What follows belongs to an exercise in optimizing a design on an open flow for a short achievable clock period and few clock cycles per item; a production flow would make more cautious choices.
In this exercise RTL edits were held to simulation tests only and were not proved equivalent to the original.

==> flow/design.v, too long to show whole: its modules and the start of the top module <==
// module pulsing_led_level_controller_unit: 1288 lines
module pulsing_led_level_controller_unit (
  input  logic        clk_i,
  input  logic        rst_ni,
  input  logic        in_valid,
  output logic        in_ready,
  input  logic [1:0]  in_command,
  input  logic [31:0] in_now_ms,
  input  logic [31:0] in_last_point_ms,
  input  logic [7:0]  in_red,
  input  logic [7:0]  in_green,
  input  logic [7:0]  in_blue,
  output logic        out_valid,
  input  logic        out_ready,
  output logic [17:0] out_level,
  output logic        out_pulsing,
  output logic [7:0]  out_red,
  output logic [7:0]  out_green,
  output logic [7:0]  out_blue,
  input  logic        psel,
  input  logic        penable,
  input  logic        pwrite,
  input  logic [3:0]  paddr,
  input  logic [31:0] pwdata,
  output logic [31:0] prdata,
  output logic        pready
);
  // ...
==> flow/flow/run.sh <==
#!/bin/bash
set -uo pipefail
bash standard.sh SETUP_SLACK_MARGIN=7.3 finish > orfs_make.log 2>&1
==> flow/standard.sh <==
#!/bin/bash
# synth_recipe.tcl (not shown) runs the flow's synth.tcl, then flattens the netlist and writes it again
# the make line also repeats each setting of config.mk as NAME=value (left out here)
make -C /OpenROAD-flow-scripts/flow DESIGN_CONFIG=/design/flow/config.mk WORK_HOME=/design/flow/orfs CLKGATE_MAP_FILE= SYNTH_SCRIPT=/design/flow/synth_recipe.tcl "${@:-finish}"
==> flow/config.mk <==
export PLATFORM = sky130hd
export DESIGN_NAME = pulsing_led_level_controller_unit
export DESIGN_NICKNAME = pulsing_led_level_controller_unit
export VERILOG_FILES = /design/flow/design.v
export SDC_FILE = /design/flow/constraint.sdc
export NUM_CORES = 4
export LEC_CHECK = 0
export CAP_MARGIN = 20
export CORE_MARGIN = 2
export CORE_UTILIZATION = 40
export SLEW_MARGIN = 20
==> flow/constraint.sdc <==
create_clock -name core_clock -period 11.0 [get_ports {clk_i}]
set_input_delay 2.2000 -clock core_clock [delete_from_list [all_inputs] [get_ports {clk_i}]]
set_output_delay 2.2000 -clock core_clock [all_outputs]
set_load 0.01 [all_outputs]
==> impl_results.rst, run 1 <==
.. list-table::
   :header-rows: 1

   * - Metric
     - Value
   * - Unrepaired setup endpoints after global routing
     - yes
   * - Biggest area contributors in the synthesized netlist
     - fa_1, dfxtp_1, edfxtp_1, ha_1, and2_1
   * - Largest net degree at the start of global routing
     - 74
   * - Max Clock Skew
     - 0.120 ns
   * - Average instance area after synthesis
     - 11.2 sq um
   * - Main combinational cell family by area after synthesis
     - adder cells
   * - Cell type taking the most area
     - multi-input gates
   * - Maximum buffer depth of the clock tree
     - 4
   * - Share of cell area taken by muxes after synthesis
     - 0.00635
   * - DRC violation total after the first TritonRoute iteration
     - 13500
   * - Max_cap viols
     - 0
   * - Number of cells on the worst reg-to-reg path
     - 16
   * - Launch instance of the worst register-to-register path
     - sg_q$_DFF_P_
   * - Fraction of met2 tracks used by global routing
     - 0.373
   * - Largest fanout of any net on the critical path
     - 7
   * - Routed length on met3
     - 53.0 mm
   * - Shortest clock period the worst path allows after layout
     - 4.14 ns
   * - Count of distinct cell types in the synthesized netlist
     - 98
   * - Register area
     - 88300 sq um
   * - CP Buf/Inv Count
     - 1
   * - Floorplan die area
     - 561000 sq um
   * - Design area
     - 253000 sq um
   * - Outcome
     - complete, no violations
   * - # nets final
     - 24400
   * - Number of placed instances, taps included
     - 26900
   * - Fraction of the mapped netlist area in adder cells
     - 0.300
   * - Number of ordinary inverters in the final layout
     - 2919
Testbench counts, summed over its fixed seeds: cycles 10,176, items 9,600.
==> run 2, diff against run 1 <==
--- a/flow/config.mk
+++ b/flow/config.mk
@@ -8,4 +8,6 @@
 export CAP_MARGIN = 20
 export CORE_MARGIN = 2
 export CORE_UTILIZATION = 40
+export CTS_CLUSTER_DIAMETER = 60
+export CTS_CLUSTER_SIZE = 30
 export SLEW_MARGIN = 20
==> run 2 against run 1 <==
Core utilization is 0.080 points lower. Die area stayed put. Still clean.
==> impl_results.rst, run 2 <==
.. list-table::
   :header-rows: 1

   * - Metric
     - Value
   * - Cell accounting for the most synthesized area
     - fa_1
   * - Most common cell on crit path
     - o21a_1
   * - Number of flip-flops and latches in the synthesized netlist
     - 3668
   * - Class of the tightest hold or removal check
     - flop to flop
   * - Startpoint types
     - flop
   * - Count of distinct cell types in the synthesized netlist
     - 98 (unchanged)
   * - CTS tree
     - yes
   * - Core outline area
     - 553000 sq um
   * - Placement Rows
     - 273
   * - Max reg flops
     - 141
   * - Global-route wire length before repair
     - 980 mm
   * - Routed length per placed instance
     - 23.6 um
   * - Transition time of the tightest slew-check pin
     - 1.33 ns
   * - Cts hold-fix bufs
     - 0
   * - Critical Path RT
     - 11.89 ns
   * - Maximum buffer depth of the clock tree
     - 4 (unchanged)
   * - Unrepaired setup endpoints after global routing
     - yes
   * - Largest fanout of any net on the critical path
     - 7 (unchanged)
   * - Outcome
     - complete, no violations
   * - Number of nets with antenna violations after routing
     - 0
   * - Sequential element share of the synthesized area
     - 0.397
   * - Arr. time, crit path
     - 5.03 ns
   * - Most common cell after layout, fill and taps aside
     - inv_1
   * - Floorplan die area
     - 561000 sq um (unchanged)
   * - Routed Wire Length
     - 659 mm
   * - Biggest area contributors in the synthesized netlist
     - fa_1, dfxtp_1, edfxtp_1, ha_1, and2_1
   * - Post-Synth XOR/XNOR Area
     - 0.0273
   * - Number of sinks on the clock net
     - 3668
   * - Aggregate global-route resource usage
     - 0.230
   * - Count of yosys warnings during synthesis
     - 8
   * - Largest net degree at the start of global routing
     - 74 (unchanged)
   * - Initial cell density of the core
     - 0.402
   * - Number of flops mapped to enable cells by yosys
     - 1402
   * - Vias per Instance
     - 5.33
   * - Total negative slack for setup checks
     - 0 ns
   * - Async SR Flop Fraction
     - 0.0327
   * - Fraction of the mapped netlist area in adder cells
     - 0.300 (unchanged)
   * - Max stage delay cell, worst path
     - fa_1
   * - Setup WS pre-CTS
     - 5.69 ns
   * - Number of buffers created by CTS
     - 364
   * - Detailed placer's ending HPWL
     - 446 mm
   * - Biggest register
     - a0
   * - Top post-synthesis cells by count
     - inv_1, fa_1, dfxtp_1
   * - Number of antenna violations at the first check in global routing
     - 42
   * - Final Wtd Congestion
     - 0.979
   * - Maximum single-stage delay on the critical path
     - 0.55 ns
   * - X dimension of the die
     - 749 um
   * - Final Hold Fails
     - 0
   * - Number of cells on the worst reg-to-reg path
     - 16 (unchanged)
   * - Port bufs
     - 177
   * - Critical-path cell list
     - xnor2_4, fa_1, inv_2, fa_1, ha_1, a21o_1, a21oi_4, nand2b_4, a21boi_1, o311a_1, o21a_1, o21a_1, o211a_1, o21a_1, o21a_1, o311ai_2
   * - Crit path capture type
     - flop
   * - Post-Synth Simple-Gate Area
     - 0.114
   * - Capture instance of the worst register-to-register path
     - w7[16]$_DFF_P_
   * - Pre-Repair DR Iteration Count
     - 10
   * - Max_cap viols
     - 0 (unchanged)
   * - Vias in the first global route
     - 154000
   * - Average instance area after synthesis
     - 11.2 sq um (unchanged)
   * - Worst Hold Path EP
     - a1[2][15]$_DFF_P_
   * - H-tree levels
     - 5
   * - # nets final
     - 24400 (-0.094%)
   * - Slack of the worst reg-to-reg path
     - 6.87 ns
   * - Cells on Worst Hold Path
     - 0
   * - Shortest clock period the worst path allows after layout
     - 4.13 ns (-0.00540 ns)
   * - Post-synth design cell area
     - 222000 sq um
   * - Most frequently used cell type in the post-synthesis netlist
     - inv_1
   * - Share of Yosys cell area claimed by the top area cell type
     - 0.202
   * - Launch instance of the worst register-to-register path
     - sg_q$_DFF_P_
   * - Type of the setup path with the least slack
     - flop to flop
   * - Final cycle utilization of the critical path
     - 0.376
   * - Die Y
     - 749 um
   * - Root Buffer
     - clkbuf_16
   * - Syn Inst Count
     - 19900
   * - Total count of max-transition violations in the final report
     - 0
   * - Clock latency at the later pin of the worst-skew pair
     - 1.07 ns
   * - Aggregate global routing overflow
     - 0
   * - Main combinational cell family by area after synthesis
     - adder cells
   * - Fmax
     - 0.242 GHz
   * - Ratio of cells with drive above 1 in the final layout
     - 0.108
   * - Area fraction in compound gates after synthesis
     - 0.0941
   * - Max Clock Skew
     - 0.0885 ns (-0.0316 ns)
   * - Synth-to-Final Area Change
     - 13.9%
   * - Most used DFF post-synth
     - dfxtp_1
   * - Critical hold path startpoint
     - a0[9][15]$_DFF_P_
   * - Vias
     - 149000
   * - Worst max-slew margin expressed relative to the limit
     - 0.109
   * - Most frequent cells in the layout
     - inv_1, fa_1, dfxtp_1, and2_1, ha_1
   * - DRC violation total after the first TritonRoute iteration
     - 13500 (+0.089%)
   * - Setup slack after layout
     - 6.87 ns
   * - Number of DRC violations after detailed routing
     - 0
   * - Final number of setup-violating endpoints
     - 0
   * - Clock input transition at the sequential cells of the worst setup and hold paths
     - 0.09 ns
   * - Share of cell area taken by muxes after synthesis
     - 0.00635 (unchanged)
   * - I/O pin count
     - 211
[run 2: area by class of cell]
type | instances | area, sq um
multi-input combinational | 12600 | 124000
fill | 50300 | 300000
sequential | 3668 | 88300
inverter | 2919 | 11000
antenna | 33 | 82.6
clock buffer | 393 | 9520
timing repair buffer | 703 | 6700
clock inverter | 290 | 4280
tap | 7287 | 9120
[run 2: repair_timing]
item / in CTS / in global routing
endpoints found under the setup margin: 1393 / 1251
buffers inserted: 148 / 121
pin swaps: 130 / 192
gates resized for setup: 798 / 385
cloned: 12 / 15
[run 2: kinds of logic after synthesis]
| logic type | Yosys count |
|---|---|
| other | 2 |
| flip-flops | 3668 |
| multiplexers | 116 |
| XOR/XNOR | 692 |
| AO/OA/AOI/OAI | 3093 |
| AND/OR/NAND/NOR | 4716 |
| adder cells (fa/ha/maj) | 3986 |
| buffers and inverters | 3603 |
[run 2: worst max path at each step]
stage / slack (ns) / cells past startpoint / end / start
CTS: 6.84 / 16 / w7[16]$_DFF_P_ / sg_q$_DFF_P_
finish: 6.87 / 16 / w7[16]$_DFF_P_ / sg_q$_DFF_P_
floorplan: 6.59 / 19 / w7[16]$_DFF_P_ / sg_q$_DFF_P_
detailed placement: 5.69 / 7 / a0[8][11]$_DFF_P_ / in_now_ms[29]
global route: 6.68 / 16 / wv7[16]$_DFF_P_ / sg_q$_DFF_P_
global placement: 5.73 / 7 / a0[8][3]$_DFF_P_ / in_now_ms[29]
[run 2: worst max-delay path, delay by kind of cell (launching register included)]
family | cells | cell delay [ns]
XOR/XNOR | 1 | 0.14
AND/OR/NAND/NOR | 1 | 0.13
flip-flops | 1 | 0.41
buffers and inverters | 1 | 0.05
adder cells (fa/ha/maj) | 3 | 1.34
AO/OA/AOI/OAI | 10 | 1.94
[run 2: stage by stage]
step | hold WS, ns | area [sq um] | std cells | utilization
final | 0.299 | 253000 | 27900 | 0.457
after global routing | 0.306 | 253000 | 27900 | 0.457
after CTS | 0.303 | 250000 | 27800 | 0.453
after detailed placement | 0.312 | 233000 | 26900 | 0.422
after global placement | 0.310 | 233000 | 26900 | 0.422
after floorplan | 0.310 | 223000 | 19900 | -
[run 2: per-layer routing]
layer | track usage | share of wire
met5 | 0 | 0.00015
met4 | 0.0972 | 0.050
met3 | 0.0389 | 0.079
met2 | 0.371 | 0.46
met1 | 0.307 | 0.41

[static timing again, ports no longer ideal]
In the flow no input, the clock included, has a driving cell. The finished layouts below were timed again as built, in two steps. Step 1 assumes that a clkbuf_16 drives the clock port and a buf_2 every other input. Step 2, shift: input delay + t, output delay - t, t = (earliest + latest rising clock arrival at the registers) / 2. This alone moves slack from input paths to output paths. Slacks: ideal ports / drivers / drivers and shift; pairs: ideal ports / drivers.
run	shift t [ns]	slack for setup (ns)	worst setup path after step 2	latest minus earliest clock arrival (ns)	worst data-port slew with drivers (ns)
run 1	1.162	6.864 / 6.864 / 6.247	input to register	0.174 / 0.175	0.09
run 2	1.138	6.869 / 6.869 / 6.244	input to register	0.104 / 0.104	0.09
After both steps every run listed still meets setup and hold. The setup slack of run 2, which loses most, moves by 0.000 ns with the drivers and by -0.625 ns with both steps.
